From an optimization exercise on the open Yosys and OpenROAD flow, aimed at small area; shortcuts taken in it are not production practice.
In this exercise RTL edits were held to simulation tests only and were not proved equivalent to the original.
Power is estimated from default activity; no workload was simulated.

## flow/run.sh

```bash
#!/bin/bash
# synth_recipe.tcl (not shown) runs the flow's synth.tcl, then flattens the netlist and writes it again
# the make line also repeats each setting of config.mk as NAME=value (left out here)
make -C /OpenROAD-flow-scripts/flow DESIGN_CONFIG=/design/flow/config.mk WORK_HOME=/design/flow/orfs CLKGATE_MAP_FILE= SYNTH_SCRIPT=/design/flow/synth_recipe.tcl finish
```

## flow/config.mk

```make
export PLATFORM = sky130hd
export DESIGN_NAME = aes_round_key_store
export DESIGN_NICKNAME = aes_round_key_store
export VERILOG_FILES = /design/flow/design.v
export SDC_FILE = /design/flow/constraint.sdc
export NUM_CORES = 4
export LEC_CHECK = 0
export CAP_MARGIN = 20
export CORE_MARGIN = 2
export CORE_UTILIZATION = 45
export PLACE_DENSITY = 0.6
export SLEW_MARGIN = 20
```

## flow/constraint.sdc

```tcl
create_clock -name core_clock -period 5.0 [get_ports {clk}]
set_input_delay 1.0000 -clock core_clock [delete_from_list [all_inputs] [get_ports {clk}]]
set_output_delay 1.0000 -clock core_clock [all_outputs]
set_load 0.01 [all_outputs]
```

## flow/design.v

```verilog
package aes_pkg;
    localparam int unsigned AES_KEY_W      = 128;
    localparam int unsigned AES_NUM_ROUNDS = 10;
    localparam int unsigned AES_IDX_W      = 4;
    typedef enum logic [0:0] {
        ST_IDLE,
        ST_STREAM
    } stream_state_e;
endpackage
module aes_rk_mem #(
    parameter int unsigned KEY_W    = 128,
    parameter int unsigned NUM_KEYS = 11,
    parameter int unsigned IDX_W    = 4
) (
    input  logic             clk,
    input  logic             rst,
    input  logic             we,
    input  logic [IDX_W-1:0] waddr,
    input  logic [KEY_W-1:0] wdata,
    input  logic             re,
    input  logic [IDX_W-1:0] raddr,
    output logic [KEY_W-1:0] rdata
);
    logic [KEY_W-1:0] mem_q [NUM_KEYS];
    always_ff @(posedge clk) begin
        if (we && (32'(waddr) < NUM_KEYS)) begin
            mem_q[waddr] <= wdata;
        end
    end
    always_ff @(posedge clk) begin
        if (rst) begin
            rdata <= '0;
        end else if (re && (32'(raddr) < NUM_KEYS)) begin
            rdata <= mem_q[raddr];
        end
    end
endmodule
module aes_round_key_store #(
    parameter int unsigned KEY_W    = aes_pkg::AES_KEY_W,
    parameter int unsigned NUM_KEYS = aes_pkg::AES_NUM_ROUNDS + 1,
    parameter int unsigned IDX_W    = aes_pkg::AES_IDX_W
) (
    input  logic             clk,
    input  logic             rst,
    input  logic             wr_en,
    input  logic [IDX_W-1:0] wr_index,
    input  logic [KEY_W-1:0] wr_key,
    output logic             keys_ready,
    input  logic             start,
    input  logic             decrypt,
    output logic             busy,
    output logic             rk_valid,
    input  logic             rk_ready,
    output logic [IDX_W-1:0] rk_index,
    output logic [KEY_W-1:0] rk_key,
    output logic             rk_last,
    output logic             err_seq
);
    localparam logic [IDX_W-1:0] LAST_IDX = IDX_W'(NUM_KEYS - 1);
    aes_pkg::stream_state_e state_q, state_d;
    logic             dec_q, dec_d;
    logic [IDX_W-1:0] idx_q, idx_d;
    logic             last_q, last_d;
    logic             keys_ready_q, keys_ready_d;
    logic [IDX_W-1:0] last_wr_q, last_wr_d;
    logic             loaded_q, loaded_d;
    logic             err_q, err_d;
    logic             wr_accept;
    logic             rd_en;
    logic [IDX_W-1:0] rd_addr;
    aes_rk_mem #(
        .KEY_W    (KEY_W),
        .NUM_KEYS (NUM_KEYS),
        .IDX_W    (IDX_W)
    ) u_mem (
        .clk   (clk),
        .rst   (rst),
        .we    (wr_accept),
        .waddr (wr_index),
        .wdata (wr_key),
        .re    (rd_en),
        .raddr (rd_addr),
        .rdata (rk_key)
    );
    always_comb begin
        wr_accept    = 1'b0;
        last_wr_d    = last_wr_q;
        loaded_d     = loaded_q;
        keys_ready_d = keys_ready_q;
        err_d        = err_q;
        if (wr_en) begin
            if (state_q == aes_pkg::ST_STREAM) begin
                err_d = 1'b1;
            end else if (wr_index == '0) begin
                wr_accept    = 1'b1;
                last_wr_d    = '0;
                loaded_d     = 1'b1;
                keys_ready_d = 1'b0;
            end else if (loaded_q && (wr_index == last_wr_q)) begin
                wr_accept = 1'b1;
            end else if (loaded_q && (wr_index == last_wr_q + IDX_W'(1))
                         && (wr_index <= LAST_IDX)) begin
                wr_accept = 1'b1;
                last_wr_d = wr_index;
            end else begin
                err_d = 1'b1;
            end
            if (wr_accept && (wr_index == LAST_IDX)) begin
                keys_ready_d = 1'b1;
            end
        end
    end
    always_comb begin
        state_d = state_q;
        dec_d   = dec_q;
        idx_d   = idx_q;
        last_d  = last_q;
        rd_en   = 1'b0;
        rd_addr = idx_q;
        case (state_q)
            aes_pkg::ST_IDLE: begin
                if (start && keys_ready_q) begin
                    state_d = aes_pkg::ST_STREAM;
                    dec_d   = decrypt;
                    idx_d   = decrypt ? LAST_IDX : '0;
                    last_d  = 1'b0;
                    rd_en   = 1'b1;
                    rd_addr = idx_d;
                end
            end
            aes_pkg::ST_STREAM: begin
                if (rk_ready) begin
                    if (last_q) begin
                        state_d = aes_pkg::ST_IDLE;
                        last_d  = 1'b0;
                    end else begin
                        idx_d   = dec_q ? idx_q - IDX_W'(1) : idx_q + IDX_W'(1);
                        last_d  = dec_q ? (idx_d == '0) : (idx_d == LAST_IDX);
                        rd_en   = 1'b1;
                        rd_addr = idx_d;
                    end
                end
            end
            default: state_d = aes_pkg::ST_IDLE;
        endcase
    end
    always_ff @(posedge clk) begin
        if (rst) begin
            state_q      <= aes_pkg::ST_IDLE;
            dec_q        <= 1'b0;
            idx_q        <= '0;
            last_q       <= 1'b0;
            keys_ready_q <= 1'b0;
            last_wr_q    <= '0;
            loaded_q     <= 1'b0;
            err_q        <= 1'b0;
        end else begin
            state_q      <= state_d;
            dec_q        <= dec_d;
            idx_q        <= idx_d;
            last_q       <= last_d;
            keys_ready_q <= keys_ready_d;
            last_wr_q    <= last_wr_d;
            loaded_q     <= loaded_d;
            err_q        <= err_d;
        end
    end
    assign busy       = (state_q == aes_pkg::ST_STREAM);
    assign rk_valid   = (state_q == aes_pkg::ST_STREAM);
    assign rk_index   = idx_q;
    assign rk_last    = last_q;
    assign keys_ready = keys_ready_q;
    assign err_seq    = err_q;
endmodule
```

==> flow_summary.yaml, run 1 <==
outcome:
  outcome: "finished clean"
pwr:
  power_leakage_nw: 21.05
  powerDensity_nw_per_um2: 377.8
  max-vdd-ir-drop_uv: 351.6
yosys:
  netlist_area_um2: 58670
  synth_edf_count: 1408
  synth-async-reset-ratio_pct: 0
  yosys_warnings: 2
  yosysSeqAreaShare_pct: 76.91
  synthCells: 2878
  ys_ff_latch: 1550
  ys.flop_type: "edfxtp_1"
  ys_types: 45
  syn_area_per_cell_um2: 20.39
  synth_nets: 3022
setup_path:
  critPathKind: "primary input to flip-flop"
  crit_fanout: 22
  endpoint_kind: "flip-flop"
  max_stage_delay_ns: 0.65
  worstRegToRegCells: 8
  cp_slowest_cell: "clkdlybuf4s50_1"
  worst-path-buf-inv: 3
  worstPathCellList: "clkdlybuf4s50_1, a21boi_0, o211ai_1, or4_4, a31oi_2, nand3_1, clkinvlp_4, buf_4"
  cpLargestDelayFamily: "buffers and inverters"
  worstPathRequired_ns: 5.43
  cp-start-kind: "primary input"
  cp.arrival_ns: 4.14
  critical_path_depth: 8
detailed_routing:
  wl_per_cell_um: 27.20
  drt-pass1-iter-count: 5
  vias: 29410
  postRouteWirelength_um: 138300
  via_per_inst: 5.783
  drtAntennaViolNets: 0
  drc: 0
  dr.first_iter.drc_count: 2626
cells_and_area:
  instances_no_fill: 5086
  nets: 3350
  design_area_um2: 69150
  area_growth_pct: 17.86
  layout-drive-gt1-share_pct: 21.21
global_route:
  grt_pass1_vias: 30810
  overflow: 0
  grt_max_degree: 130
  antenna_found_initial: 7
  grt_pass1_wl_um: 204600
  track_usage_pct: 20.85
clock_network:
  numCtsBuffers: 159
  cts_tree: "done"
  htree_levels: 4
  cts_max_path_buffers: 3
  post_cts_resized: 0
  clk_pin_slew_ns: 0.06
  cts_hold_buf: 0
  cts_setup_buffers: 0
  cts-root-buf: "clkbuf_16"
  clock-sinks: 1550
  clk_latency_ns: 0.79
sta:
  setup_viol: 0
  fmax_mhz: 269.6
  hold_slack_ns: 0.4721
  tightest_slew_ns: 0.8856
  maxSlewHeadroom_pct: 40.96
  period_share_pct: 74.19
  hold_viol_final: 0
  finalMaxSlewViolations: 0
  clock_skew_ns: 0.02413
  grt_setup_unrepaired: "false"
  period_minus_slack_ns: 3.710
  finalSetupTns_ns: 0
floorplan:
  rows: 132
  die-area_um2: 133300
  die_x_um: 365.1
  core_area_um2: 129500
  start_util_pct: 45.31
  io_pins: 275
  die_h_um: 365.1
flow_run:
  drv_cap: 0
placed_design:
  placed_area_um2: 64010
  gp_routability_congestion: 0.7847
  port_buffers: 274
  placed_cells: 4787
  hpwl_um: 77550
worst_hold_path:
  hold-path-cell-count: 2
  hold_class: "flip-flop to flip-flop"
==> synth_stat cells (13+ instances only) <==
cell | n | area, um2
buf_2 | 77 | 385.4
clkbuf_1 | 81 | 304.0
dfxtp_1 | 142 | 2843
edfxtp_1 | 1408 | 42280
mux2_2 | 128 | 1441
mux4_2 | 256 | 5766
o211ai_1 | 129 | 968.4
nand2_1 | 138 | 518.0
or3_1 | 128 | 800.8
o2111ai_1 | 128 | 1121
buf_4 | 31 | 232.7
nor2_1 | 13 | 48.80
mux2i_1 | 131 | 1311
==> report_power, final <==
part           internal, mW  switching, mW  total [mW]
combinational         0.146          0.282       0.428
clock                  6.72           4.81        11.5
sequential             14.2        0.00969        14.2
total                  21.0           5.10        26.1
==> final cells by class <==
| type | instances | area [um2] |
|---|---|---|
| Timing Repair Buffer | 357 | 3979 |
| Tap cell | 1742 | 2180 |
| Multi-Input combinational cell | 1135 | 12710 |
| Clock inverter | 59 | 596.8 |
| Clock buffer | 238 | 4541 |
| Antenna cell | 2 | 5.005 |
| Sequential cell | 1550 | 45120 |
| Inverter | 3 | 15.01 |
| Fill cell | 10050 | 60330 |
==> worst paths after layout <==
kind	startpoint	to	slack, ns
max	wr_index[0]	u_mem.mem_q[10][18]	1.29
max reg2reg	dec_q	u_mem.rdata[27]	1.62
min	u_mem.rdata[124]	u_mem.rdata[124]	0.47
min reg2reg	u_mem.rdata[124]	u_mem.rdata[124]	0.47
==> state kept, by name (all words and copies together) (netlist names) <==
register,flops
idx_q,4
dec_q,1
loaded_q,1
u_mem.mem_q,1408
last_q,1
err_q,1
last_wr_q,4
state_q,1
keys_ready_q,1
u_mem.rdata,128
==> metrics by stage <==
stage	total power [mW]	setup slack, ns	util [%]
CTS	26.37	1.318	53.40
global route	26.85	1.093	53.40
detailed placement	14.88	0.4949	49.43
global placement	14.86	0.3581	49.43
floorplan	14.53	-0.2486	-
finish	26.12	1.290	53.41
==> routing by layer <==
| layer | global-route usage (%) | wire [um] | vias up |
|---|---|---|---|
| met5 | 0 | 27 | - |
| met4 | 5.915 | 2542 | 4 |
| met3 | 3.137 | 7253 | 183 |
| met2 | 35.58 | 70780 | 886 |
| met1 | 27.92 | 57720 | 15710 |
| li1 | - | - | 12630 |
==> worst min-delay path: cells and delay by family (launching register included) <==
family          cells  cell delay [ns]
compound gates      1             0.06
flops               1             0.32
simple gates        1             0.05
==> cell usage in the layout, fill, tap and decap left out, drive strengths merged, types with 9 or more instances in the layout <==
cell type / netlist / final
o2111ai: 128 / 128
nor2: 13 / 13
a21oi: 9 / 9
nand2: 138 / 138
o211ai: 129 / 129
buf: 109 / 83
or3: 128 / 128
clkbuf: 81 / 238
clkdlybuf4s50: 0 / 274
mux2i: 131 / 131
mux2: 128 / 128
clkinv: 0 / 45
nand3: 10 / 10
mux4: 256 / 256
dfxtp: 142 / 142
edfxtp: 1408 / 1408
==> logic make-up after synthesis <==
family	Yosys count	share of synthesized area, %
AND/OR/NAND/NOR	320	2.781
flip-flops	1550	76.91
adder cells (fa/ha/maj)	6	0.1408
buffers and inverters	193	1.597
multiplexers	515	14.52
XOR/XNOR	11	0.1642
AO/OA/AOI/OAI	283	3.888
==> inputs of run 2 (changes only) <==
==> flow/design.v (replaced) <==
package aes_pkg;
    localparam int unsigned AES_KEY_W      = 128;
    localparam int unsigned AES_NUM_ROUNDS = 10;
    localparam int unsigned AES_IDX_W      = 4;
    typedef enum logic [0:0] {
        ST_IDLE,
        ST_STREAM
    } stream_state_e;
endpackage
module aes_rk_mem #(
    parameter int unsigned KEY_W    = 128,
    parameter int unsigned NUM_KEYS = 11
) (
    input  logic                clk,
    input  logic [NUM_KEYS-1:0] we,
    input  logic [KEY_W-1:0]    wdata,
    input  logic [NUM_KEYS-1:0] rsel,
    output logic [KEY_W-1:0]    rdata
);
    logic [KEY_W-1:0] mem_q [NUM_KEYS];
    always_ff @(posedge clk) begin
        for (int i = 0; i < NUM_KEYS; i++) begin
            if (we[i]) mem_q[i] <= wdata;
        end
    end
    always_comb begin
        rdata = '0;
        for (int i = 0; i < NUM_KEYS; i++) begin
            rdata = rdata | (mem_q[i] & {KEY_W{rsel[i]}});
        end
    end
endmodule
module aes_round_key_store #(
    parameter int unsigned KEY_W    = aes_pkg::AES_KEY_W,
    parameter int unsigned NUM_KEYS = aes_pkg::AES_NUM_ROUNDS + 1,
    parameter int unsigned IDX_W    = aes_pkg::AES_IDX_W
) (
    input  logic             clk,
    input  logic             rst,
    input  logic             wr_en,
    input  logic [IDX_W-1:0] wr_index,
    input  logic [KEY_W-1:0] wr_key,
    output logic             keys_ready,
    input  logic             start,
    input  logic             decrypt,
    output logic             busy,
    output logic             rk_valid,
    input  logic             rk_ready,
    output logic [IDX_W-1:0] rk_index,
    output logic [KEY_W-1:0] rk_key,
    output logic             rk_last,
    output logic             err_seq
);
    localparam logic [IDX_W-1:0] LAST_IDX = IDX_W'(NUM_KEYS - 1);
    localparam logic [IDX_W-1:0] NONE_IDX = '1;
    logic             busy_q;
    logic             dec_q;
    logic [IDX_W-1:0] idx_q;
    logic [IDX_W-1:0] last_wr_q;
    logic             err_q;
    logic                wr_ok;
    logic                wr_accept;
    logic [NUM_KEYS-1:0] we;
    logic [NUM_KEYS-1:0] rsel;
    logic                begin_stream;
    assign keys_ready = (last_wr_q == LAST_IDX);
    assign wr_ok = (wr_index == '0) ||
                   ((wr_index <= LAST_IDX) &&
                    ((wr_index == last_wr_q) || (wr_index == last_wr_q + IDX_W'(1))));
    assign wr_accept = wr_en && !busy_q && wr_ok;
    always_comb begin
        for (int i = 0; i < NUM_KEYS; i++) begin
            we[i]   = wr_accept && (wr_index == IDX_W'(i));
            rsel[i] = (idx_q == IDX_W'(i));
        end
    end
    aes_rk_mem #(
        .KEY_W    (KEY_W),
        .NUM_KEYS (NUM_KEYS)
    ) u_mem (
        .clk   (clk),
        .we    (we),
        .wdata (wr_key),
        .rsel  (rsel),
        .rdata (rk_key)
    );
    assign begin_stream = !busy_q && start && keys_ready;
    always_ff @(posedge clk) begin
        if (rst) begin
            busy_q    <= 1'b0;
            dec_q     <= 1'b0;
            idx_q     <= '0;
            last_wr_q <= NONE_IDX;
            err_q     <= 1'b0;
        end else begin
            if (wr_en && !(wr_ok && !busy_q)) err_q <= 1'b1;
            if (wr_accept) last_wr_q <= wr_index;
            if (begin_stream) begin
                busy_q <= 1'b1;
                dec_q  <= decrypt;
                idx_q  <= decrypt ? LAST_IDX : '0;
            end else if (busy_q && rk_ready) begin
                if (rk_last) busy_q <= 1'b0;
                else         idx_q  <= dec_q ? idx_q - IDX_W'(1) : idx_q + IDX_W'(1);
            end
        end
    end
    assign busy     = busy_q;
    assign rk_valid = busy_q;
    assign rk_index = idx_q;
    assign rk_last  = dec_q ? rsel[0] : rsel[NUM_KEYS-1];
    assign err_seq  = err_q;
endmodule
--- a/flow/config.mk
+++ b/flow/config.mk
@@ -7,6 +7,7 @@
 export LEC_CHECK = 0
 export CAP_MARGIN = 20
 export CORE_MARGIN = 2
-export CORE_UTILIZATION = 45
-export PLACE_DENSITY = 0.6
+export CORE_UTILIZATION = 65
+export CTS_BUF_LIST = sky130_fd_sc_hd__clkbuf_4 sky130_fd_sc_hd__clkbuf_8
+export PLACE_DENSITY = 0.75
 export SLEW_MARGIN = 20
==> run 2 against run 1 <==
- sequential share of layout area grew 6.0 points
- sequential cell count shrank 131
- still clean
- clock skew grew 0.038 ns
- largest power group unchanged
- utilization grew 24 points
- first-iteration DRC count grew 58%
- die area shrank 40%
- sequential power shrank 7%
- largest cell class unchanged
==> flow_summary.yaml, run 2 <==
outcome:
  outcome: "finished clean"
placed_design:
  placed_area_um2: 55530
  hpwl_um: 65210
  dp_slack_ns: 0.5424
  gp_routability_congestion: 0.8292
  port_buffers: 274
cells_and_area:
  regMostFlops: "u_mem.mem_q"
  final_common_cell: "edfxtp_1"
  design_area_um2: 59630
  largest_reg_flops: 1408
  nFillCells: 4152
  top_regs: "u_mem.mem_q: 1408 flops, idx_q: 4 flops, last_wr_q: 4 flops"
  nets: 3140
  final_util_pct: 77.10
  layout_common_cells: "1,408 x edfxtp_1, 274 x clkdlybuf4s50_1, 214 x a22oi_1"
  area_growth_pct: 17.65
  layout-drive-gt1-share_pct: 14.44
yosys:
  synth_area_leaders: "edfxtp_1 83%, a22oi_1 3.2%, a221oi_1 2.6%, a22o_1 2.6%, a222oi_1 2.2%"
  yosys.area.top_type: "edfxtp_1"
  synth_nets: 2715
  yosysMostFrequentCell: "edfxtp_1"
  yosysSeqAreaShare_pct: 83.85
  yosys_warnings: 3
  ys_types: 45
  synthCells: 2571
  ys.flop_type: "edfxtp_1"
  synth_edf_count: 1408
  yosysTopAreaCellShare_pct: 83.42
  ys_ff_latch: 1419
  netlist_area_um2: 50690
  synth_commonest_cells: "1,408 x edfxtp_1, 214 x a22oi_1, 149 x a221oi_1, 149 x a22o_1, 112 x a222oi_1"
  synth-async-reset-ratio_pct: 0
  syn_area_per_cell_um2: 19.71
detailed_routing:
  vias: 28690
  wl_per_cell_um: 30.09
  drt-pass1-iter-count: 9
  drc: 0
  dr.first_iter.drc_count: 4153
  postRouteWirelength_um: 126700
  drtAntennaViolNets: 0
  via_per_inst: 6.812
global_route:
  grt_max_degree: 84
  overflow: 0
  track_usage_pct: 31.14
  grt_pass1_wl_um: 184600
  antenna_found_initial: 27
  grt_pass1_vias: 29210
sta:
  hold_slack_ns: 0.5152
  setup_ws_ns: 0.1014
  setup_viol: 0
  period_share_pct: 97.97
  period_minus_slack_ns: 4.899
  clock_skew_ns: 0.06205
  tightest_slew_ns: 0.9849
  fmax_mhz: 204.1
  maxSlewHeadroom_pct: 34.34
  finalMaxSlewViolations: 0
  grt_setup_unrepaired: "false"
  hold_viol_final: 0
floorplan:
  io_pins: 275
  start_util_pct: 65.54
  die_x_um: 283.2
  die_h_um: 283.2
  rows: 102
  die-area_um2: 80230
  core_area_um2: 77340
clock_network:
  clk_pin_slew_ns: 0.06
  clk_latency_ns: 0.86
  htree_levels: 4
  cts-root-buf: "clkbuf_8"
  clock-sinks: 1419
  cts_tree: "done"
  numCtsBuffers: 208
  cts_max_path_buffers: 3
setup_path:
  crit_fanout: 59
  r2r_start: "last_wr_q[0]"
  endpoint_kind: "output port"
  worstPathRequired_ns: 4.00
  cp.arrival_ns: 3.90
  cp-start-kind: "flip-flop"
  critPathKind: "flip-flop to output port"
  crit_start: "idx_q[2]"
pwr:
  powerDensity_nw_per_um2: 378.0
  max-vdd-ir-drop_uv: 327.0
  power_leakage_nw: 18.81
  p_total_mw: 22.54
worst_hold_path:
  hold_class: "flip-flop to flip-flop"
  hp-start: "err_q"
flow_run:
  drv_cap: 0
run 2: kinds of logic after synthesis:
logic type | after synthesis | share of synthesized area, %
AND/OR/NAND/NOR | 289 | 3.103
multiplexers | 19 | 0.3752
adder cells (fa/ha/maj) | 6 | 0.1481
flip-flops | 1419 | 83.85
AO/OA/AOI/OAI | 657 | 10.92
buffers and inverters | 170 | 1.414
XOR/XNOR | 11 | 0.1901
run 2: cell type report:
class	instances	area, um2	share of cell area (%)
diodes	15	37.54	0.06295
clock buffers	288	3495	5.860
clock inverters	83	479.2	0.8036
inverters	5	18.77	0.03147
multi-input cells	986	7735	12.97
flip-flops and latches	1419	42510	71.28
well taps	1040	1301	2.182
repair buffers	376	4059	6.807
run 2: timing repair:
item | CTS | global route
gates cloned | 0 | 5
pin swaps | 0 | 3
resized for setup | 1 | 8
setup endpoints to repair | 1 | 16
hold buffers | 0 | 0
buffers inserted | 0 | 2
run 2: per-stage QoR:
step	std cells	TNS, ns
final	4212	0
after global routing	4208	0
after CTS	4190	0
after detailed placement	3819	0
after global placement	3819	0
after floorplan	2571	-1539.82
run 2: worst max-delay path: stages (launching register included):
cell	delay (ns)
dfxtp_4	0.66
buf_4	0.36
and3b_4	0.51
buf_12	0.37
a22oi_1	0.17
and4_1	0.26
nand2_1	0.15
clkdlybuf4s50_1	0.56
run 2: per-layer routing:
layer	vias to the layer above	track usage (%)	part of all wire (%)
met4	24	12.31	3.2
met3	269	6.779	11
li1	11950	-	-
met1	14600	41.26	36
met5	-	0	0.13
met2	1855	51.22	50
run 2: power breakdown:
part           internal, mW  switching [mW]  total (mW)  leakage, nW
registers              13.2          0.0257        13.2         12.8
logic                 0.200           0.316       0.516         3.94
clock network          4.62            4.20        8.82         2.10
run 2: path summary, 6_finish.rpt:
path	end	slack, ns	cells past startpoint
worst max register to register	u_mem.mem_q[8][87]	1.40	9
worst max-delay path	rk_key[43]	0.10	7
worst min register to register	err_q	0.52	1
worst min-delay path	err_q	0.52	1
==> inputs of run 3 (changes only) <==
--- a/flow/config.mk
+++ b/flow/config.mk
@@ -7,7 +7,6 @@
 export LEC_CHECK = 0
 export CAP_MARGIN = 20
 export CORE_MARGIN = 2
-export CORE_UTILIZATION = 65
-export CTS_BUF_LIST = sky130_fd_sc_hd__clkbuf_4 sky130_fd_sc_hd__clkbuf_8
-export PLACE_DENSITY = 0.75
+export CORE_UTILIZATION = 45
+export PLACE_DENSITY = 0.6
 export SLEW_MARGIN = 20
==> run 3 against run 2 <==
- largest cell class unchanged
- routed wire length rose by 7.2%
- sequential cell count is the same
- still clean on timing, DRC and antenna
- first-iteration DRC count is 13% lower
- die area up 44%
- utilization is 23 points lower
- critical path type unchanged
- fmax grew 0.40%
- combinational power is 3% higher
- clock skew fell by 0.045 ns
- critical endpoint is now rk_key[56]
- global-route usage down 8.0 points
- worst hold slack got worse by 0.010 ns
- via count is 3.0% lower
- clock-buffer cell count shrank 106
==> flow_summary.yaml, run 3 <==
outcome:
  outcome: "finished clean"
floorplan:
  start_util_pct: 45.24
  die-area_um2: 115300
  io_pins: 275
  rows: 123
  die_x_um: 339.6
  core_area_um2: 112000
  die_h_um: 339.6
clock_network:
  cts_tree: "done"
  htree_levels: 4
  cts-root-buf: "clkbuf_16"
  cts_setup_buffers: 0
  post_cts_resized: 0
  cts_hold_buf: 0
  clk_latency_ns: 0.75
  clk_pin_slew_ns: 0.06
  clock-sinks: 1419
  numCtsBuffers: 144
  cts_max_path_buffers: 3
pwr:
  powerDensity_nw_per_um2: 393.1
  max-vdd-ir-drop_uv: 271.8
  power_leakage_nw: 18.82
detailed_routing:
  drt-pass1-iter-count: 9
  drtAntennaViolNets: 0
  via_per_inst: 6.118
  wl_per_cell_um: 29.88
  drc: 0
  vias: 27830
  postRouteWirelength_um: 135900
  dr.first_iter.drc_count: 3600
sta:
  tightest_slew_ns: 1.183
  period_minus_slack_ns: 4.879
  maxSlewHeadroom_pct: 21.15
  setup_viol: 0
  grt_setup_unrepaired: "false"
  finalMaxSlewViolations: 0
  setup_ws_ns: 0.1209
  hold_viol_final: 0
  clock_skew_ns: 0.01695
  period_share_pct: 97.58
  fmax_mhz: 205.0
yosys:
  synthCells: 2571
  synth_commonest_cells: "1,408 x edfxtp_1, 214 x a22oi_1, 149 x a221oi_1, 149 x a22o_1, 112 x a222oi_1"
  ys.flop_type: "edfxtp_1"
  yosysTopAreaCellShare_pct: 83.42
  synth_nets: 2715
  netlist_area_um2: 50690
  syn_area_per_cell_um2: 19.71
  yosys_warnings: 3
  yosysMostFrequentCell: "edfxtp_1"
  synth_area_leaders: "edfxtp_1 83%, a22oi_1 3.2%, a221oi_1 2.6%, a22o_1 2.6%, a222oi_1 2.2%"
  synth-async-reset-ratio_pct: 0
  yosys.area.top_type: "edfxtp_1"
  yosysSeqAreaShare_pct: 83.85
  ys_ff_latch: 1419
  synth_edf_count: 1408
  ys_types: 45
worst_hold_path:
  hold_class: "flip-flop to flip-flop"
  whs_endpoint: "err_q"
  hp-start: "err_q"
  hold-path-cell-count: 1
setup_path:
  worstRegToRegCells: 10
  critical_path_depth: 8
  crit_fanout: 41
  cpLargestDelayFamily: "buffers and inverters"
  max_stage_delay_ns: 0.61
  worst-path-buf-inv: 3
  ff2ff_setup_slack_ns: 1.57
  worstPathRequired_ns: 4.00
  cp_slowest_cell: "buf_4"
  worstPathCellList: "inv_1, ha_1, and3b_4, buf_4, a22o_1, a221oi_1, nand3_1, clkdlybuf4s50_1"
  endpoint_kind: "output port"
  cp.arrival_ns: 3.88
  r2r_end: "u_mem.mem_q[4][101]"
  cp-start-kind: "flip-flop"
  critPathKind: "flip-flop to output port"
  r2r_start: "last_wr_q[0]"
global_route:
  antenna_found_initial: 19
  grt_pass1_vias: 27970
  grt_pass1_wl_um: 195700
  grt_max_degree: 78
  track_usage_pct: 23.12
  overflow: 0
cells_and_area:
  layout_common_cells: "1,408 x edfxtp_1, 274 x clkdlybuf4s50_1, 214 x a22oi_1"
  area_growth_pct: 19.54
  top_regs: "u_mem.mem_q: 1408 flops, idx_q: 4 flops, last_wr_q: 4 flops"
  nets: 3072
  layout-drive-gt1-share_pct: 10.33
  final_util_pct: 54.08
  multiInputGateArea_um2: 7707
  design_area_um2: 60590
  regArea_um2: 42500
  regMostFlops: "u_mem.mem_q"
  nFillCells: 8715
  largest_reg_flops: 1408
  final_common_cell: "edfxtp_1"
placed_design:
  placed_area_um2: 56140
  hpwl_um: 72210
  dp_slack_ns: 0.6507
  port_buffers: 274
  gp_routability_congestion: 0.7849
flow_run:
  drv_cap: 0
-- run 3: cell counts after synthesis --
No cell type changed its count.
-- run 3: worst register-to-register path: cells and delay by family, from the launching register on --
kind | cells | cell delay, ns
DFF | 1 | 0.52
xor gates and xnor gates | 1 | 0.15
adders and majority gates | 1 | 0.31
and+or+nand+nor | 3 | 0.90
AOI/OAI and AO/OA | 1 | 0.17
buffers and inverters | 4 | 1.06
-- run 3: kinds of logic (layout without fill, tap and decap cells) --
logic type,count (synthesis),in the layout,share of synthesized area (%)
multiplexers,19,19,0.3752
other,0,8,0
buffers and inverters,170,638,1.414
XOR/XNOR,11,11,0.1901
flip-flops,1419,1419,83.85
adder cells (fa/ha/maj),6,6,0.1481
AO/OA/AOI/OAI,657,657,10.92
AND/OR/NAND/NOR,289,291,3.103
-- run 3: where the power goes --
group | switching (mW) | total, mW | internal [mW]
registers | 0.0246 | 13.2 | 13.2
logic | 0.331 | 0.531 | 0.199
clock network | 4.33 | 10.1 | 5.76
-- run 3: layout make-up --
cell class                      instances  share of cell area (%)
Antenna cell                            8                 0.03304
Sequential cell                      1419                   70.15
Multi-Input combinational cell        984                   12.72
Timing Repair Buffer                  374                   6.695
Tap cell                             1500                   3.097
Clock inverter                         77                  0.9891
Clock buffer                          182                   6.288
Inverter                                5                 0.03097
-- run 3: worst max path at each step --
stage                startpoint           endpoint  slack (ns)
floorplan           wr_index[0]  u_mem.mem_q[2][0]       -1.58
global route           idx_q[0]        rk_key[112]       0.005
finish                 idx_q[1]         rk_key[56]        0.12
CTS                    idx_q[0]         rk_key[50]        0.03
global placement    wr_index[1]  u_mem.mem_q[4][2]        0.60
detailed placement  wr_index[0]  u_mem.mem_q[4][8]        0.65
-- run 3: per-layer routing --
metal	part of all wire, %	global-route usage (%)	vias to the layer above
met3	8.0	4.570	191
met2	49	38.05	1245
met5	0.13	0	-
met4	1.9	6.020	28
met1	41	31.71	14560
li1	-	-	11800
-- run 3: through the flow --
stage / total power [mW] / hold WS (ns) / setup TNS [ns] / instances
floorplan: 13.59 / 0.5124 / -1539.82 / 2571
finish: 23.82 / 0.5051 / 0 / 4549
CTS: 23.99 / 0.5060 / 0 / 4539
detailed placement: 13.98 / 0.4909 / 0 / 4280
global route: 24.51 / 0.5501 / 0 / 4544
global placement: 13.96 / 0.4931 / 0 / 4280
==> inputs of run 4 (changes only) <==
--- a/flow/design.v
+++ b/flow/design.v
@@ -7,27 +7,84 @@
         ST_STREAM
     } stream_state_e;
 endpackage
+module aes_rk_slot #(
+    parameter int unsigned KEY_W = 128
+) (
+    input  logic             clk,
+    input  logic             we,
+    input  logic             keep,
+    input  logic [KEY_W-1:0] wdata,
+    output logic [KEY_W-1:0] q
+);
+    always_ff @(posedge clk) begin
+        q <= (q & {KEY_W{keep}}) | (wdata & {KEY_W{we}});
+    end
+endmodule
+module aes_rk_aoi222 (
+    input  logic [2:0] a,
+    input  logic [2:0] b,
+    output logic       y
+);
+    assign y = !((a[0] & b[0]) | (a[1] & b[1]) | (a[2] & b[2]));
+endmodule
+module aes_rk_nand3 (
+    input  logic [2:0] a,
+    output logic       y
+);
+    assign y = !(&a);
+endmodule
+module aes_rk_ao221 (
+    input  logic [1:0] a,
+    input  logic [1:0] b,
+    input  logic       c,
+    output logic       y
+);
+    assign y = (a[0] & b[0]) | (a[1] & b[1]) | c;
+endmodule
+module aes_rk_rdbit (
+    input  logic [10:0] d,
+    input  logic [10:0] sel,
+    output logic        y
+);
+    logic [2:0] n;
+    logic       m;
+    aes_rk_aoi222 u_g0 (.a(d[2:0]),  .b(sel[2:0]),  .y(n[0]));
+    aes_rk_aoi222 u_g1 (.a(d[5:3]),  .b(sel[5:3]),  .y(n[1]));
+    aes_rk_aoi222 u_g2 (.a(d[8:6]),  .b(sel[8:6]),  .y(n[2]));
+    aes_rk_nand3  u_g3 (.a(n), .y(m));
+    aes_rk_ao221  u_g4 (.a(d[10:9]), .b(sel[10:9]), .c(m), .y(y));
+endmodule
 module aes_rk_mem #(
     parameter int unsigned KEY_W    = 128,
     parameter int unsigned NUM_KEYS = 11
 ) (
     input  logic                clk,
     input  logic [NUM_KEYS-1:0] we,
+    input  logic [NUM_KEYS-1:0] keep,
     input  logic [KEY_W-1:0]    wdata,
     input  logic [NUM_KEYS-1:0] rsel,
     output logic [KEY_W-1:0]    rdata
 );
-    logic [KEY_W-1:0] mem_q [NUM_KEYS];
-    always_ff @(posedge clk) begin
-        for (int i = 0; i < NUM_KEYS; i++) begin
-            if (we[i]) mem_q[i] <= wdata;
+    logic [KEY_W-1:0] slot_q [NUM_KEYS];
+    for (genvar i = 0; i < NUM_KEYS; i++) begin : g_slot
+        aes_rk_slot #(.KEY_W(KEY_W)) u_slot (
+            .clk   (clk),
+            .we    (we[i]),
+            .keep  (keep[i]),
+            .wdata (wdata),
+            .q     (slot_q[i])
+        );
+    end
+    for (genvar b = 0; b < KEY_W; b++) begin : g_rd
+        logic [NUM_KEYS-1:0] col;
+        for (genvar i = 0; i < NUM_KEYS; i++) begin : g_col
+            assign col[i] = slot_q[i][b];
         end
-    end
-    always_comb begin
-        rdata = '0;
-        for (int i = 0; i < NUM_KEYS; i++) begin
-            rdata = rdata | (mem_q[i] & {KEY_W{rsel[i]}});
-        end
+        aes_rk_rdbit u_rd (
+            .d   (col),
+            .sel (rsel),
+            .y   (rdata[b])
+        );
     end
 endmodule
 module aes_round_key_store #(
@@ -61,6 +118,7 @@
     logic                wr_ok;
     logic                wr_accept;
     logic [NUM_KEYS-1:0] we;
+    logic [NUM_KEYS-1:0] keep;
     logic [NUM_KEYS-1:0] rsel;
     logic                begin_stream;
     assign keys_ready = (last_wr_q == LAST_IDX);
@@ -71,6 +129,7 @@
     always_comb begin
         for (int i = 0; i < NUM_KEYS; i++) begin
             we[i]   = wr_accept && (wr_index == IDX_W'(i));
+            keep[i] = !we[i] && !rst;
             rsel[i] = (idx_q == IDX_W'(i));
         end
     end
@@ -80,6 +139,7 @@
     ) u_mem (
         .clk   (clk),
         .we    (we),
+        .keep  (keep),
         .wdata (wr_key),
         .rsel  (rsel),
         .rdata (rk_key)
--- a/flow/config.mk
+++ b/flow/config.mk
@@ -10,3 +10,4 @@
 export CORE_UTILIZATION = 45
 export PLACE_DENSITY = 0.6
 export SLEW_MARGIN = 20
+export SYNTH_HIERARCHICAL = 1
==> run 4 against run 3 <==
- still clean
- synthesized area down 1.2%
- final area down 3.0%
- sequential share of layout area shrank 22 points
- clock skew up 0.0070 ns
- cell count increased by 26%
- non-clock buffer count is 6 higher
- worst hold slack worse by 0.024 ns
- critical endpoint is now rk_key[53]
- largest cell class unchanged
- highest routed layer unchanged
==> flow_summary.yaml, run 4 <==
placed_design:
  hpwl_um: 89270
  port_buffers: 274
  placed_cells: 5464
  gp_routability_congestion: 0.7628
  dp_slack_ns: 0.6545
  placed_area_um2: 53780
pwr:
  power_leakage_nw: 22.01
  clkPwrFrac_pct: 47.0
  swShare_pct: 22.82
  powerDensity_nw_per_um2: 401.8
  p_int_mw: 18.23
  combPwrFrac_pct: 4.4
  p_switching_mw: 5.390
  max-vdd-ir-drop_uv: 324.0
  power_frac_seq_pct: 48.6
setup_path:
  cp-start-kind: "flip-flop"
  crit_fanout: 27
  critPathKind: "flip-flop to output port"
  worstPathRequired_ns: 4.00
  cp.arrival_ns: 3.96
  endpoint_kind: "output port"
floorplan:
  io_pins: 275
  die-area_um2: 114000
  rows: 122
  core_area_um2: 110500
  start_util_pct: 45.33
  die_x_um: 337.7
  die_h_um: 337.7
yosys:
  synth_area_leaders: "dfxtp_1 57%, a22o_1 25%, a222oi_1 7.7%, buf_6 3.7%, a221o_1 2.6%"
  synth_edf_count: 0
  netlist_area_um2: 50100
  ys_ff_latch: 1419
  yosysTopAreaCellShare_pct: 56.70
  synth_nets: 4060
  syn_area_per_cell_um2: 12.79
  ys_types: 44
  yosysMostFrequentCell: "dfxtp_1"
  synth_commonest_cells: "1,419 x dfxtp_1, 1,408 x a22o_1, 384 x a222oi_1, 166 x buf_6, 129 x nand3_1"
  yosys_warnings: 10
  ys.flop_type: "dfxtp_1"
  yosysSeqAreaShare_pct: 56.70
  synth-async-reset-ratio_pct: 0
  synthCells: 3916
  yosys.area.top_type: "dfxtp_1"
sta:
  period_share_pct: 99.20
  fmax_mhz: 201.6
  period_minus_slack_ns: 4.960
  setup_ws_ns: 0.04020
  hold_viol_final: 0
  maxSlewHeadroom_pct: 35.93
  tightest_slew_ns: 0.9610
  clock_skew_ns: 0.02397
  finalMaxSlewViolations: 0
  setup_viol: 0
  hold_slack_ns: 0.4814
flow_run:
  drv_cap: 0
cells_and_area:
  final_util_pct: 53.19
  instances_no_fill: 5745
  nets: 4282
  nFillCells: 9577
  regMostFlops: "u_mem.g_slot.u_slot.q"
  area_growth_pct: 17.34
  final_common_cell: "dfxtp_1"
  design_area_um2: 58780
  top_regs: "u_mem.g_slot.u_slot.q: 1408 flops, idx_q: 4 flops, last_wr_q: 4 flops"
  largest_reg_flops: 1408
  layout_common_cells: "1,419 x dfxtp_1, 1,408 x a22o_1, 384 x a222oi_1"
  layout-drive-gt1-share_pct: 9.196
detailed_routing:
  via_per_inst: 6.944
  drc: 0
  wl_per_cell_um: 30.23
  drt-pass1-iter-count: 10
  drtAntennaViolNets: 0
  dr.first_iter.drc_count: 6235
  vias: 39890
  postRouteWirelength_um: 173700
global_route:
  track_usage_pct: 28.50
  grt_pass1_vias: 38410
  grt_max_degree: 129
  overflow: 0
  grt_pass1_wl_um: 250000
  antenna_found_initial: 12
clock_network:
  cts_tree: "done"
  cts_max_path_buffers: 3
  cts-root-buf: "clkbuf_16"
  htree_levels: 4
  numCtsBuffers: 147
  clk_latency_ns: 0.77
  clk_pin_slew_ns: 0.06
  cts_hold_buf: 0
  clock-sinks: 1419
outcome:
  outcome: "finished clean"
worst_hold_path:
  hold_class: "flip-flop to flip-flop"
[run 4: changes by cell type in the layout (fill, tap and decap cells not counted), moves of 17 or more]
| cell | delta |
|---|---|
| a22o_1 | +1259 |
| a221o_1 | +128 |
| a221oi_1 | -149 |
| dfxtp_1 | +1410 |
| buf_12 | +17 |
| a22oi_1 | -213 |
| and3_1 | -36 |
| nand3_1 | +78 |
| edfxtp_1 | -1408 |
| clkinv_1 | -43 |
| and4_1 | -28 |
| nand2_1 | -96 |
| a222oi_1 | +272 |
| clkbuf_8 | +29 |
[run 4: path summary, 6_finish.rpt]
path	start	to	slack, ns	depth (start not counted)
max	idx_q[0]	rk_key[53]	0.04	7
min	u_mem.g_slot[7].u_slot.q[125]	u_mem.g_slot[7].u_slot.q[125]	0.48	1
max reg2reg	last_wr_q[0]	u_mem.g_slot[4].u_slot.q[93]	1.56	9
min reg2reg	u_mem.g_slot[7].u_slot.q[125]	u_mem.g_slot[7].u_slot.q[125]	0.48	1
[run 4: through the flow]
| stage | setup TNS [ns] | total power [mW] |
|---|---|---|
| floorplan | 0 | 12.24 |
| global placement | 0 | 12.75 |
| detailed placement | 0 | 12.75 |
| CTS | 0 | 23.71 |
| global route | -0.1136 | 24.27 |
| finish | 0 | 23.62 |
[run 4: cell type report]
type / count / area (um2) / share of cell area, %
antenna: 5 / 12.51 / 0.02128
clock buffer: 216 / 4270 / 7.264
clock inverter: 47 / 574.3 / 0.9770
inverter: 3 / 11.26 / 0.01916
multi-input combinational: 2187 / 19330 / 32.88
sequential: 1419 / 28410 / 48.32
tap: 1488 / 1862 / 3.167
timing repair buffer: 380 / 4320 / 7.350
[run 4: worst max-delay path: stages (launching register included)]
cell and delay [ns]:
dfxtp_1 0.48, ha_1 0.50, and2_4 0.55, buf_4 0.48, a222oi_1 0.15, nand3_1 0.27
a221o_1 0.18, clkdlybuf4s50_1 0.54
[run 4: timing repair]
| action | in CTS | in global routing |
|---|---|---|
| pin swaps | 1 | 9 |
| setup buffers | 0 | 1 |
| resized for setup | 1 | 12 |
| endpoints found under the setup margin | 1 | 72 |
| cloned | 0 | 12 |
[run 4: per-layer routing]
| layer | share of wire, % | vias to the layer above | track usage, % |
|---|---|---|---|
| li1 | - | 17090 | - |
| met1 | 44 | 20330 | 41.15 |
| met2 | 44 | 2221 | 42.71 |
| met3 | 9.6 | 251 | 5.506 |
| met4 | 2.4 | 6 | 9.106 |
| met5 | 0.019 | - | 0 |
[run 4: Yosys stat by module, one instance, submodules excluded, excerpt]
module	times used	flops+latches	area, um2
aes_rk_aoi222	384	0	10.01
aes_rk_nand3	128	0	5.005
aes_rk_ao221	128	0	10.01
aes_round_key_store	1	11	1156
[run 4: kinds of logic (layout without fill, tap and decap cells)]
family	Yosys count	count (layout)	share of synthesized area, %
buffers and inverters	322	646	5.452
AOI/OAI and AO/OA	1954	1954	35.31
and+or+nand+nor	201	213	2.115
xor gates and xnor gates	9	9	0.1723
muxes	5	5	0.09991
other	0	5	0
adders and majority gates	6	6	0.1498
DFF	1419	1419	56.70
[run 4: power by group through the flow]
stage               registers, mW  clock network (mW)  logic [mW]
finish                       11.5                11.1        1.05
global route                 11.5                11.7        1.09
CTS                          11.5                11.2        1.03
detailed placement           11.7                   0        1.03
global placement             11.7                   0        1.02
floorplan                    11.7                   0       0.525
==> inputs of run 5 (changes only) <==
--- a/flow/design.v
+++ b/flow/design.v
@@ -14,11 +14,22 @@
     input  logic             we,
     input  logic             keep,
     input  logic [KEY_W-1:0] wdata,
-    output logic [KEY_W-1:0] q
+    output logic [KEY_W-1:0] q,
+    output logic             flag
 );
     always_ff @(posedge clk) begin
-        q <= (q & {KEY_W{keep}}) | (wdata & {KEY_W{we}});
+        q    <= ~((q | {KEY_W{we}}) & (wdata | {KEY_W{keep}}));
+        flag <= ~((flag | we) & keep);
     end
+endmodule
+module aes_rk_xor #(
+    parameter int unsigned W = 128
+) (
+    input  logic [W-1:0] a,
+    input  logic         b,
+    output logic [W-1:0] y
+);
+    assign y = a ^ {W{b}};
 endmodule
 module aes_rk_aoi222 (
     input  logic [2:0] a,
@@ -65,14 +76,18 @@
     input  logic [NUM_KEYS-1:0] rsel,
     output logic [KEY_W-1:0]    rdata
 );
-    logic [KEY_W-1:0] slot_q [NUM_KEYS];
+    logic [KEY_W-1:0]    slot_q [NUM_KEYS];
+    logic [NUM_KEYS-1:0] flag_q;
+    logic [KEY_W-1:0]    rdata_x;
+    logic                rflag;
     for (genvar i = 0; i < NUM_KEYS; i++) begin : g_slot
         aes_rk_slot #(.KEY_W(KEY_W)) u_slot (
             .clk   (clk),
             .we    (we[i]),
             .keep  (keep[i]),
             .wdata (wdata),
-            .q     (slot_q[i])
+            .q     (slot_q[i]),
+            .flag  (flag_q[i])
         );
     end
     for (genvar b = 0; b < KEY_W; b++) begin : g_rd
@@ -83,9 +98,15 @@
         aes_rk_rdbit u_rd (
             .d   (col),
             .sel (rsel),
-            .y   (rdata[b])
+            .y   (rdata_x[b])
         );
     end
+    aes_rk_rdbit u_rd_flag (
+        .d   (flag_q),
+        .sel (rsel),
+        .y   (rflag)
+    );
+    aes_rk_xor #(.W(KEY_W)) u_rx (.a(rdata_x), .b(rflag), .y(rdata));
 endmodule
 module aes_round_key_store #(
     parameter int unsigned KEY_W    = aes_pkg::AES_KEY_W,
@@ -129,7 +150,7 @@
     always_comb begin
         for (int i = 0; i < NUM_KEYS; i++) begin
             we[i]   = wr_accept && (wr_index == IDX_W'(i));
-            keep[i] = !we[i] && !rst;
+            keep[i] = !we[i];
             rsel[i] = (idx_q == IDX_W'(i));
         end
     end
==> flow/flow/run.sh (new file) <==
#!/bin/bash
# Own layout flow: the standard flow (standard.sh, unchanged synthesis and
# steps), with the port buffers that global placement inserts made from the
# smallest buffer cell instead of the default choice.
set -euo pipefail
export BUFFER_PORTS_ARGS="-buffer_cell sky130_fd_sc_hd__buf_1"
bash standard.sh > standard.log 2>&1
==> flow/standard.sh (new file) <==
#!/bin/bash
# synth_recipe.tcl (not shown) runs the flow's synth.tcl, then flattens the netlist and writes it again
# the make line also repeats each setting of config.mk as NAME=value (left out here)
make -C /OpenROAD-flow-scripts/flow DESIGN_CONFIG=/design/flow/config.mk WORK_HOME=/design/flow/orfs CLKGATE_MAP_FILE= SYNTH_SCRIPT=/design/flow/synth_recipe.tcl "${@:-finish}"
--- a/flow/config.mk
+++ b/flow/config.mk
@@ -7,7 +7,10 @@
 export LEC_CHECK = 0
 export CAP_MARGIN = 20
 export CORE_MARGIN = 2
-export CORE_UTILIZATION = 45
-export PLACE_DENSITY = 0.6
-export SLEW_MARGIN = 20
+export CORE_UTILIZATION = 65
+export CTS_BUF_LIST = sky130_fd_sc_hd__clkbuf_16
+export CTS_CLUSTER_DIAMETER = 80
+export CTS_CLUSTER_SIZE = 30
+export PLACE_DENSITY = 0.75
+export SLEW_MARGIN = 50
 export SYNTH_HIERARCHICAL = 1
removed: flow/run.sh
==> run 5 against run 4 <==
- critical endpoint is now rk_key[12]
- register-to-register slack lost 0.09 ns
- synthesized cell count is 4.0% higher
- highest routed layer unchanged
- sequential cell count increased by 11
- sequential power is 38% higher
- worst hold slack lost 0.031 ns
- still clean
- critical path depth rose by 2
- final area fell by 14%
==> flow_summary.yaml, run 5 <==
detailed_routing:
  drtAntennaViolNets: 0
  drt-pass1-iter-count: 11
  wl_per_cell_um: 30.26
  vias: 40940
  drc: 0
  dr.first_iter.drc_count: 7440
  postRouteWirelength_um: 155400
  via_per_inst: 7.970
sta:
  period_minus_slack_ns: 4.792
  hold_viol_final: 0
  setup_ws_ns: 0.2077
  period_share_pct: 95.85
  maxSlewHeadroom_pct: 38.39
  finalMaxSlewViolations: 0
  setup_viol: 0
  tightest_slew_ns: 0.9242
  grt_setup_unrepaired: "false"
  finalSetupTns_ns: 0
  clock_skew_ns: 0.02676
  fmax_mhz: 208.7
setup_path:
  crit_fanout: 108
  cp-start-kind: "flip-flop"
  cp.arrival_ns: 3.79
  endpoint_kind: "output port"
  crit_start: "idx_q[0]"
  ff2ff_setup_slack_ns: 1.47
  r2r_start: "last_wr_q[0]"
  critPathKind: "flip-flop to output port"
  worstPathRequired_ns: 4.00
floorplan:
  die_h_um: 275.6
  die_x_um: 275.6
  die-area_um2: 75950
  start_util_pct: 65.71
  rows: 99
  io_pins: 275
  core_area_um2: 72960
yosys:
  ys_ff_latch: 1430
  yosys_warnings: 10
  ys.flop_type: "dfxtp_1"
  syn_area_per_cell_um2: 11.77
  synth_edf_count: 0
  yosysMostFrequentCell: "dfxtp_1"
  synth_nets: 4217
  yosys.area.top_type: "dfxtp_1"
  yosysSeqAreaShare_pct: 59.71
  synthCells: 4073
  ys_types: 45
  synth-async-reset-ratio_pct: 0
  synth_area_leaders: "dfxtp_1 60%, o22ai_1 18%, a222oi_1 8.1%, buf_6 3.2%, a221o_1 2.7%"
  synth_commonest_cells: "1,430 x dfxtp_1, 1,408 x o22ai_1, 387 x a222oi_1, 144 x buf_2, 137 x nand3_1"
  yosysTopAreaCellShare_pct: 59.71
  netlist_area_um2: 47940
clock_network:
  cts_setup_buffers: 0
  clk_latency_ns: 0.68
  numCtsBuffers: 54
  post_cts_resized: 0
  clock-sinks: 1430
  cts_max_path_buffers: 3
  cts_hold_buf: 0
  clk_pin_slew_ns: 0.12
  htree_levels: 2
  cts-root-buf: "clkbuf_16"
  cts_tree: "done"
cells_and_area:
  final_common_cell: "dfxtp_1"
  nets: 4303
  largest_reg_flops: 1408
  layout_common_cells: "1,430 x dfxtp_1, 1,408 x o22ai_1, 387 x a222oi_1"
  area_growth_pct: 5.835
  layout-drive-gt1-share_pct: 4.415
  nFillCells: 5498
  design_area_um2: 50740
  top_regs: "u_mem.g_slot.u_slot.q: 1408 flops, u_mem.g_slot.u_slot.flag: 11 flops"
  regMostFlops: "u_mem.g_slot.u_slot.q"
placed_design:
  port_buffers: 274
  placed_area_um2: 49150
  hpwl_um: 80150
  gp_routability_congestion: 0.8268
  dp_slack_ns: 0.9350
flow_run:
  drv_cap: 0
pwr:
  powerDensity_nw_per_um2: 509.3
  power_leakage_nw: 17.77
  max-vdd-ir-drop_uv: 476.6
global_route:
  overflow: 0
  use_met1_pct: 52.07
  grt_pass1_wl_um: 233400
  track_usage_pct: 39.11
  grt_max_degree: 114
  top_usage_layer: "met2"
  grt_pass1_vias: 39520
  use_met2_pct: 62.89
  grt_use_met3_pct: 6.907
  antenna_found_initial: 15
worst_hold_path:
  hold_class: "flip-flop to flip-flop"
  hp-start: "u_mem.g_slot[10].u_slot.q[87]"
outcome:
  outcome: "finished clean"
==> run 5: per-module statistics from Yosys, one instance, submodules excluded, excerpt <==
| module | flops+latches | times used | cell area (um2) |
|---|---|---|---|
| aes_rk_aoi222 | 0 | 387 | 10.01 |
| aes_rk_ao221 | 0 | 129 | 10.01 |
| aes_round_key_store | 11 | 1 | 1062 |
| aes_rk_nand3 | 0 | 129 | 5.005 |
==> run 5: worst max-delay path, stage by stage (launching register included) <==
cell and delay [ns]:
dfxtp_1 0.46, inv_1 0.12, ha_1 0.27, and2_4 0.29, buf_12 0.28, a222oi_1 0.53
nand3_1 0.23, a221o_1 0.32, xor2_1 0.14, buf_1 0.18
==> run 5: cells by family (layout without fill, tap and decap cells) <==
logic type | count (synthesis) | after routing | share of synthesized area, %
AOI/OAI and AO/OA | 1958 | 1958 | 29.59
DFF | 1430 | 1430 | 59.71
buffers and inverters | 339 | 434 | 5.780
and+or+nand+nor | 200 | 200 | 2.203
xor gates and xnor gates | 139 | 139 | 2.539
adders and majority gates | 6 | 6 | 0.1566
muxes | 1 | 1 | 0.02088
other | 0 | 9 | 0
==> run 5: layout make-up <==
type | count | area (um2) | share of cell area (%)
Sequential cell | 1430 | 28630 | 56.42
Multi-Input combinational cell | 2304 | 16730 | 32.96
Timing Repair Buffer | 360 | 2635 | 5.193
Clock buffer | 55 | 1376 | 2.712
Tap cell | 959 | 1200 | 2.365
Clock inverter | 10 | 116.4 | 0.2293
Inverter | 9 | 38.79 | 0.07644
Antenna cell | 9 | 22.52 | 0.04438
==> run 5: path summary, 6_finish.rpt <==
| kind | to | cells after the start |
|---|---|---|
| setup / recovery | rk_key[12] | 9 |
| hold / removal | u_mem.g_slot[10].u_slot.q[87] | 1 |
| setup reg to reg | u_mem.g_slot[5].u_slot.q[27] | 9 |
| hold reg to reg | u_mem.g_slot[10].u_slot.q[87] | 1 |
==> run 5: per-layer routing <==
| layer | wire length [um] | vias to the layer above |
|---|---|---|
| met1 | 60170 | 20340 |
| met2 | 72180 | 2844 |
| met5 | 118 | - |
| met3 | 17440 | 420 |
| li1 | - | 17310 |
| met4 | 5495 | 18 |
==> run 5: through the flow <==
step | power [mW] | hold WS, ns | util (%) | cells
after global routing | 26.92 | 0.4589 | 69.54 | 5133
after CTS | 25.70 | 0.4520 | 69.41 | 5124
after floorplan | 18.94 | 0.4111 | - | 4073
after detailed placement | 20.43 | 0.4346 | 67.37 | 5059
after global placement | 20.12 | 0.4291 | 66.77 | 5043
final | 25.84 | 0.4502 | 69.55 | 5136
==> run 5: power breakdown <==
group / internal [mW] / leakage [nW] / total [mW] / switching [mW]
Combinational: 2.19 / 4.39 / 4.39 / 2.20
Sequential: 14.3 / 12.6 / 15.9 / 1.58
Clock: 2.11 / 0.739 / 5.52 / 3.41
==> inputs of run 6 (changes only) <==
--- a/flow/config.mk
+++ b/flow/config.mk
@@ -12,5 +12,5 @@
 export CTS_CLUSTER_DIAMETER = 80
 export CTS_CLUSTER_SIZE = 30
 export PLACE_DENSITY = 0.75
-export SLEW_MARGIN = 50
+export SLEW_MARGIN = 35
 export SYNTH_HIERARCHICAL = 1
==> run 6 against run 5 <==
- clock-buffer cell count unchanged
- register-to-register slack worse by 0.17 ns
- fmax fell by 2.0%
- cell count hardly changed
- via count barely moved
- clock skew shrank 0.0061 ns
- final area down 0.81%
- setup slack worse by 0.098 ns
- largest cell class unchanged
- largest power group unchanged
- highest routed layer unchanged
==> flow_summary.yaml, run 6 <==
outcome:
  outcome: "finished clean"
global_route:
  grt_use_met3_pct: 7.020
  overflow: 0
  use_met1_pct: 51.79
  grt_pass1_wl_um: 232100
  top_usage_layer: "met2"
  grt_max_degree: 131
  use_met2_pct: 62.56
  antenna_found_initial: 15
  track_usage_pct: 38.91
  grt_pass1_vias: 39200
yosys:
  synth_commonest_cells: "1,430 x dfxtp_1, 1,408 x o22ai_1, 387 x a222oi_1, 144 x buf_2, 137 x nand3_1"
  synthCells: 4073
  yosysTopAreaCellShare_pct: 59.71
  synth_nets: 4217
  synth_edf_count: 0
  ys_ff_latch: 1430
  yosys.area.top_type: "dfxtp_1"
  ys_types: 45
  yosysMostFrequentCell: "dfxtp_1"
  syn_area_per_cell_um2: 11.77
  synth-async-reset-ratio_pct: 0
  ys.flop_type: "dfxtp_1"
  netlist_area_um2: 47940
  yosysSeqAreaShare_pct: 59.71
  yosys_warnings: 10
  synth_area_leaders: "dfxtp_1 60%, o22ai_1 18%, a222oi_1 8.1%, buf_6 3.2%, a221o_1 2.7%"
pwr:
  p_int_mw: 18.58
  power_frac_seq_pct: 61.6
  combPwrFrac_pct: 17.2
  p_switching_mw: 7.298
  p_total_mw: 25.88
  powerDensity_nw_per_um2: 514.2
  power_leakage_nw: 17.59
  max-vdd-ir-drop_uv: 482.6
  swShare_pct: 28.20
  clkPwrFrac_pct: 21.2
sta:
  finalMaxSlewViolations: 0
  fmax_mhz: 204.5
  tightest_slew_ns: 1.034
  hold_viol_final: 0
  clock_skew_ns: 0.02063
  period_share_pct: 97.82
  grt_setup_unrepaired: "false"
  maxSlewHeadroom_pct: 31.08
  period_minus_slack_ns: 4.891
  finalSetupTns_ns: 0
  setup_viol: 0
floorplan:
  die_x_um: 275.6
  die_h_um: 275.6
  core_area_um2: 72960
  rows: 99
  io_pins: 275
  die-area_um2: 75950
  start_util_pct: 65.71
cells_and_area:
  layout_common_cells: "1,430 x dfxtp_1, 1,408 x o22ai_1, 387 x a222oi_1"
  layout-drive-gt1-share_pct: 4.184
  largest_reg_flops: 1408
  regMostFlops: "u_mem.g_slot.u_slot.q"
  design_area_um2: 50330
  area_growth_pct: 4.979
  final_util_pct: 68.99
  final_common_cell: "dfxtp_1"
  top_regs: "u_mem.g_slot.u_slot.q: 1408 flops, u_mem.g_slot.u_slot.flag: 11 flops"
  nets: 4294
setup_path:
  cp_slowest_cell: "a221o_4"
  worstRegToRegCells: 9
  r2r_start: "last_wr_q[0]"
  critPathKind: "flip-flop to output port"
  endpoint_kind: "output port"
  cp-start-kind: "flip-flop"
  r2r_end: "u_mem.g_slot[8].u_slot.q[48]"
  ff2ff_setup_slack_ns: 1.30
  crit_fanout: 22
  cp.arrival_ns: 3.89
  worstPathRequired_ns: 4.00
  worstPathCellList: "inv_1, ha_1, and2_4, a222oi_1, nand3_2, a221o_4, buf_12, buf_4, xor2_1, buf_1"
  max_stage_delay_ns: 0.57
placed_design:
  placed_area_um2: 48720
  gp_routability_congestion: 0.8268
  hpwl_um: 75050
  port_buffers: 274
worst_hold_path:
  whs_endpoint: "u_mem.g_slot[3].u_slot.q[94]"
  hold_class: "flip-flop to flip-flop"
  hp-start: "u_mem.g_slot[3].u_slot.q[94]"
  hold-path-cell-count: 1
detailed_routing:
  drt-pass1-iter-count: 13
  dr.first_iter.drc_count: 7662
  drc: 0
  drtAntennaViolNets: 0
  vias: 40980
  postRouteWirelength_um: 156900
  via_per_inst: 7.983
  wl_per_cell_um: 30.57
clock_network:
  clk_pin_slew_ns: 0.11
  clk_latency_ns: 0.68
  htree_levels: 2
  cts_tree: "done"
  numCtsBuffers: 55
  cts_max_path_buffers: 3
  cts_hold_buf: 0
  clock-sinks: 1430
  cts-root-buf: "clkbuf_16"
flow_run:
  drv_cap: 0
[run 6: cell counts after synthesis]
Identical to the previous run, type by type.
[run 6: worst max path at each step]
stage,startpoint,cells past startpoint,to,slack (ns)
floorplan,idx_q[2],8,rk_key[100],0.005
global placement,wr_index[3],8,u_mem.g_slot[8].u_slot.q[9],0.89
detailed placement,wr_index[3],8,u_mem.g_slot[8].u_slot.q[48],0.80
CTS,idx_q[0],9,rk_key[81],0.16
global route,idx_q[1],9,rk_key[81],0.01
finish,idx_q[0],10,rk_key[79],0.11
[run 6: timing repair]
action / 4_1_cts / 5_1_grt
endpoints found under the setup margin: 0 / 16
endpoints found under the hold margin: 0 / 0
buffers inserted: 0 / 7
gates resized for setup: 0 / 1
[run 6: stage by stage]
| step | setup WS (ns) | std cells | hold WS [ns] |
|---|---|---|---|
| 3_5_place_dp | 0.7976 | 5043 | 0.4360 |
| 4_1_cts | 0.1600 | 5109 | 0.4518 |
| 3_3_place_gp | 0.8856 | 5043 | 0.4291 |
| 6_report | 0.1092 | 5133 | 0.4504 |
| 5_1_grt | 0.01005 | 5124 | 0.4605 |
| 2_1_floorplan | 0.004907 | 4073 | 0.4111 |
[run 6: area by class of cell]
class | count | area, um2
Fill cell | 5575 | 22630
Inverter | 9 | 38.79
Timing Repair Buffer | 348 | 2205
Clock inverter | 11 | 102.6
Antenna cell | 15 | 37.54
Tap cell | 959 | 1200
Clock buffer | 55 | 1376
Sequential cell | 1430 | 28630
Multi-Input combinational cell | 2306 | 16740
[run 6: logic make-up (layout without fill, tap and decap cells)]
family / Yosys count / in the layout / share of synthesized area [%]
adders and majority gates: 6 / 6 / 0.1566
xor gates and xnor gates: 139 / 139 / 2.539
AOI/OAI and AO/OA: 1958 / 1960 / 29.59
buffers and inverters: 339 / 423 / 5.780
other: 0 / 15 / 0
muxes: 1 / 1 / 0.02088
DFF: 1430 / 1430 / 59.71
and+or+nand+nor: 200 / 200 / 2.203
[run 6: worst max-delay path, delay by kind of cell (launching register included)]
| family | cells | cell delay [ns] |
|---|---|---|
| buf+inv | 4 | 0.63 |
| flops | 1 | 0.45 |
| xor+xnor | 1 | 0.23 |
| compound gates | 2 | 0.97 |
| simple gates | 2 | 0.63 |
| fa+ha+maj | 1 | 0.27 |
[run 6: per-layer routing]
| metal | wire (um) | up-vias | part of all wire (%) |
|---|---|---|---|
| met5 | 80 | - | 0.051 |
| met4 | 5750 | 12 | 3.7 |
| met3 | 17870 | 445 | 11 |
| met2 | 72100 | 2895 | 46 |
| met1 | 61140 | 20330 | 39 |
| li1 | - | 17300 | - |
[run 6: modules after synthesis, one instance, submodules excluded, a selection]
| module | cells | area, um2 | times used |
|---|---|---|---|
| aes_rk_nand3 | 1 | 5.005 | 129 |
| aes_rk_aoi222 | 1 | 10.01 | 387 |
| aes_round_key_store | 140 | 1062 | 1 |
| aes_rk_ao221 | 1 | 10.01 | 129 |
[run 6: power by group through the flow]
stage | Combinational, mW | Clock, mW | Sequential [mW]
2_1_floorplan | 3.25 | 0 | 15.7
3_3_place_gp | 4.15 | 0 | 16.0
3_5_place_dp | 4.33 | 0 | 16.1
4_1_cts | 4.34 | 5.47 | 15.8
5_1_grt | 4.86 | 5.87 | 16.2
6_report | 4.45 | 5.49 | 15.9
==> inputs of run 7 (changes only) <==
--- a/flow/config.mk
+++ b/flow/config.mk
@@ -7,10 +7,10 @@
 export LEC_CHECK = 0
 export CAP_MARGIN = 20
 export CORE_MARGIN = 2
-export CORE_UTILIZATION = 65
+export CORE_UTILIZATION = 85
 export CTS_BUF_LIST = sky130_fd_sc_hd__clkbuf_16
 export CTS_CLUSTER_DIAMETER = 80
 export CTS_CLUSTER_SIZE = 30
-export PLACE_DENSITY = 0.75
+export PLACE_DENSITY = 0.9
 export SLEW_MARGIN = 35
 export SYNTH_HIERARCHICAL = 1
==> run 7 against run 6 <==
- the layout now fails its checks (setup timing)
- via count is 8.9% higher
- die area is 23% lower
- clock skew is 0.0053 ns lower
- clock power is 2% lower
- synthesized cell count stayed put
- clock-buffer cell count stayed put
- final area is 0.65% lower
- critical endpoint is now rk_key[73]
- highest routed layer unchanged
==> flow_summary.yaml, run 7 <==
setup_path:
  crit_fanout: 61
  cp.arrival_ns: 4.02
  endpoint_kind: "output port"
  ff2ff_setup_slack_ns: 1.27
  worstPathRequired_ns: 4.00
  critPathKind: "flip-flop to output port"
  r2r_start: "last_wr_q[0]"
clock_network:
  post_cts_resized: 0
  cts_hold_buf: 0
  clk_pin_slew_ns: 0.11
  cts-root-buf: "clkbuf_16"
  clk_latency_ns: 0.70
  cts_setup_buffers: 0
  numCtsBuffers: 53
yosys:
  syn_area_per_cell_um2: 11.77
  yosysTopAreaCellShare_pct: 59.71
  synth_area_leaders: "dfxtp_1 60%, o22ai_1 18%, a222oi_1 8.1%, buf_6 3.2%, a221o_1 2.7%"
  yosysMostFrequentCell: "dfxtp_1"
  synth_commonest_cells: "1,430 x dfxtp_1, 1,408 x o22ai_1, 387 x a222oi_1, 144 x buf_2, 137 x nand3_1"
  ys_ff_latch: 1430
  synth_nets: 4217
  yosysSeqAreaShare_pct: 59.71
  synthCells: 4073
detailed_routing:
  postRouteWirelength_um: 164700
  wl_per_cell_um: 33.37
  via_per_inst: 9.040
  drc: 0
  dr.first_iter.drc_count: 12690
pwr:
  p_total_mw: 26.20
  powerDensity_nw_per_um2: 523.9
  power_leakage_nw: 17.55
  max-vdd-ir-drop_uv: 457.5
floorplan:
  die-area_um2: 58320
  rows: 87
  die_x_um: 241.5
  io_pins: 275
  start_util_pct: 85.52
  die_h_um: 241.5
  core_area_um2: 56060
cells_and_area:
  layout_common_cells: "1,430 x dfxtp_1, 1,408 x o22ai_1, 387 x a222oi_1"
  nets: 4293
  final_common_cell: "dfxtp_1"
  regArea_um2: 28630
  area_growth_pct: 4.298
  design_area_um2: 50010
  nFillCells: 2520
  regMostFlops: "u_mem.g_slot.u_slot.q"
  top_regs: "u_mem.g_slot.u_slot.q: 1408 flops, u_mem.g_slot.u_slot.flag: 11 flops"
placed_design:
  dp_slack_ns: 0.8604
  port_buffers: 274
  hpwl_um: 79720
global_route:
  grt_pass1_wl_um: 247600
  antenna_found_initial: 19
  grt_pass1_vias: 43940
  track_usage_pct: 53.43
sta:
  hold_slack_ns: 0.4505
  maxSlewHeadroom_pct: 29.67
  tightest_slew_ns: 1.055
  clock_skew_ns: 0.01537
  hold_viol_final: 0
  setup_viol: 1
  fmax_mhz: 199.4
  period_minus_slack_ns: 5.016
  setup_ws_ns: -0.01559
  grt_setup_unrepaired: "false"
worst_hold_path:
  hold_class: "flip-flop to flip-flop"
  whs_endpoint: "u_mem.g_slot[9].u_slot.q[64]"
  hold-path-cell-count: 1
outcome:
  so.violations: "setup timing"
  outcome: "complete, but fails checks"
flow_run:
  drv_cap: 0
[run 7: cell counts after synthesis]
No cell type changed its count.
[run 7: where the power goes]
part / switching (mW) / internal [mW]
registers: 1.80 / 14.4
clock network: 3.37 / 1.99
logic: 2.47 / 2.21
total: 7.64 / 18.6
[run 7: through the flow]
step,cells,setup TNS [ns],utilization (%)
2_1_floorplan,4073,0,-
3_3_place_gp,4850,0,86.51
3_5_place_dp,4850,0,86.51
4_1_cts,4910,0,89.02
5_1_grt,4921,0,89.13
6_report,4936,-0.01559,89.20
[run 7: cells by family after synthesis]
logic type	share of synthesized area, %
adders and majority gates	0.1566
buffers and inverters	5.780
muxes	0.02088
and+or+nand+nor	2.203
xor gates and xnor gates	2.539
DFF	59.71
AOI/OAI and AO/OA	29.59
[run 7: worst max-delay path, cell delays in order (launching register included)]
cell	delay, ns
dfxtp_1	0.51
nor2b_1	0.31
and2_4	0.39
buf_4	0.80
a222oi_1	0.25
nand3_1	0.19
a221o_1	0.15
xor2_1	0.45
buf_1	0.20
[run 7: Yosys stat by module, one instance, submodules excluded, excerpt]
module | copies in the design | cells inside
aes_rk_nand3 | 129 | 1
aes_round_key_store | 1 | 140
aes_rk_ao221 | 129 | 1
aes_rk_aoi222 | 387 | 1
[run 7: layout make-up]
cell class,count,area share [%]
inverter,9,0.07256
sequential,1430,57.25
antenna,26,0.1301
clock inverter,5,0.05254
clock buffer,55,2.752
timing repair buffer,351,4.361
multi-input combinational,2304,33.49
tap,756,1.892
[run 7: how the worst max path moves through the flow]
stage,start,depth (start not counted),to,slack [ns]
after floorplan,idx_q[2],8,rk_key[100],0.005
after global placement,idx_q[0],9,rk_key[118],1.04
after detailed placement,wr_index[3],8,u_mem.g_slot[1].u_slot.q[81],0.86
after CTS,idx_q[0],9,rk_key[73],0.15
after global routing,idx_q[0],9,rk_key[118],0.03
final,idx_q[2],8,rk_key[73],-0.02
[run 7: metal layers]
metal | global-route usage [%] | up-vias | share of wire (%)
met1 | 66.61 | 20620 | 32
met3 | 17.10 | 1374 | 18
li1 | - | 17290 | -
met4 | 38.09 | 8 | 7.7
met5 | 0.2451 | - | 0.024
met2 | 78.81 | 5326 | 42

==> static timing again, ports no longer ideal <==
No port has a modelled driver above. Below, the same layouts with a new extraction and two added sets of constraints.
Step 1: set_driving_cell puts a clkbuf_16 on clk and a buf_2 on each other input, an assumption about the parent block.
Step 2, shift: input delay + t, output delay - t, t = (earliest + latest rising clock arrival at the registers) / 2. This alone moves slack from input paths to output paths.
Three values: no drivers, after step 1, after step 2; two values: the first two.
run | shift t [ns] | setup slack, ns
run 1 | 0.851 | 1.290 / 1.340 / 0.489
run 2 | 0.890 | 0.101 / 0.036 / 0.461
run 3 | 0.803 | 0.121 / 0.054 / 0.525
run 4 | 0.830 | 0.040 / -0.030 / 0.548
run 5 | 0.733 | 0.208 / 0.141 / 0.789
run 6 | 0.739 | 0.109 / 0.039 / 0.634
run 7 | 0.751 | -0.016 / -0.080 / 0.619
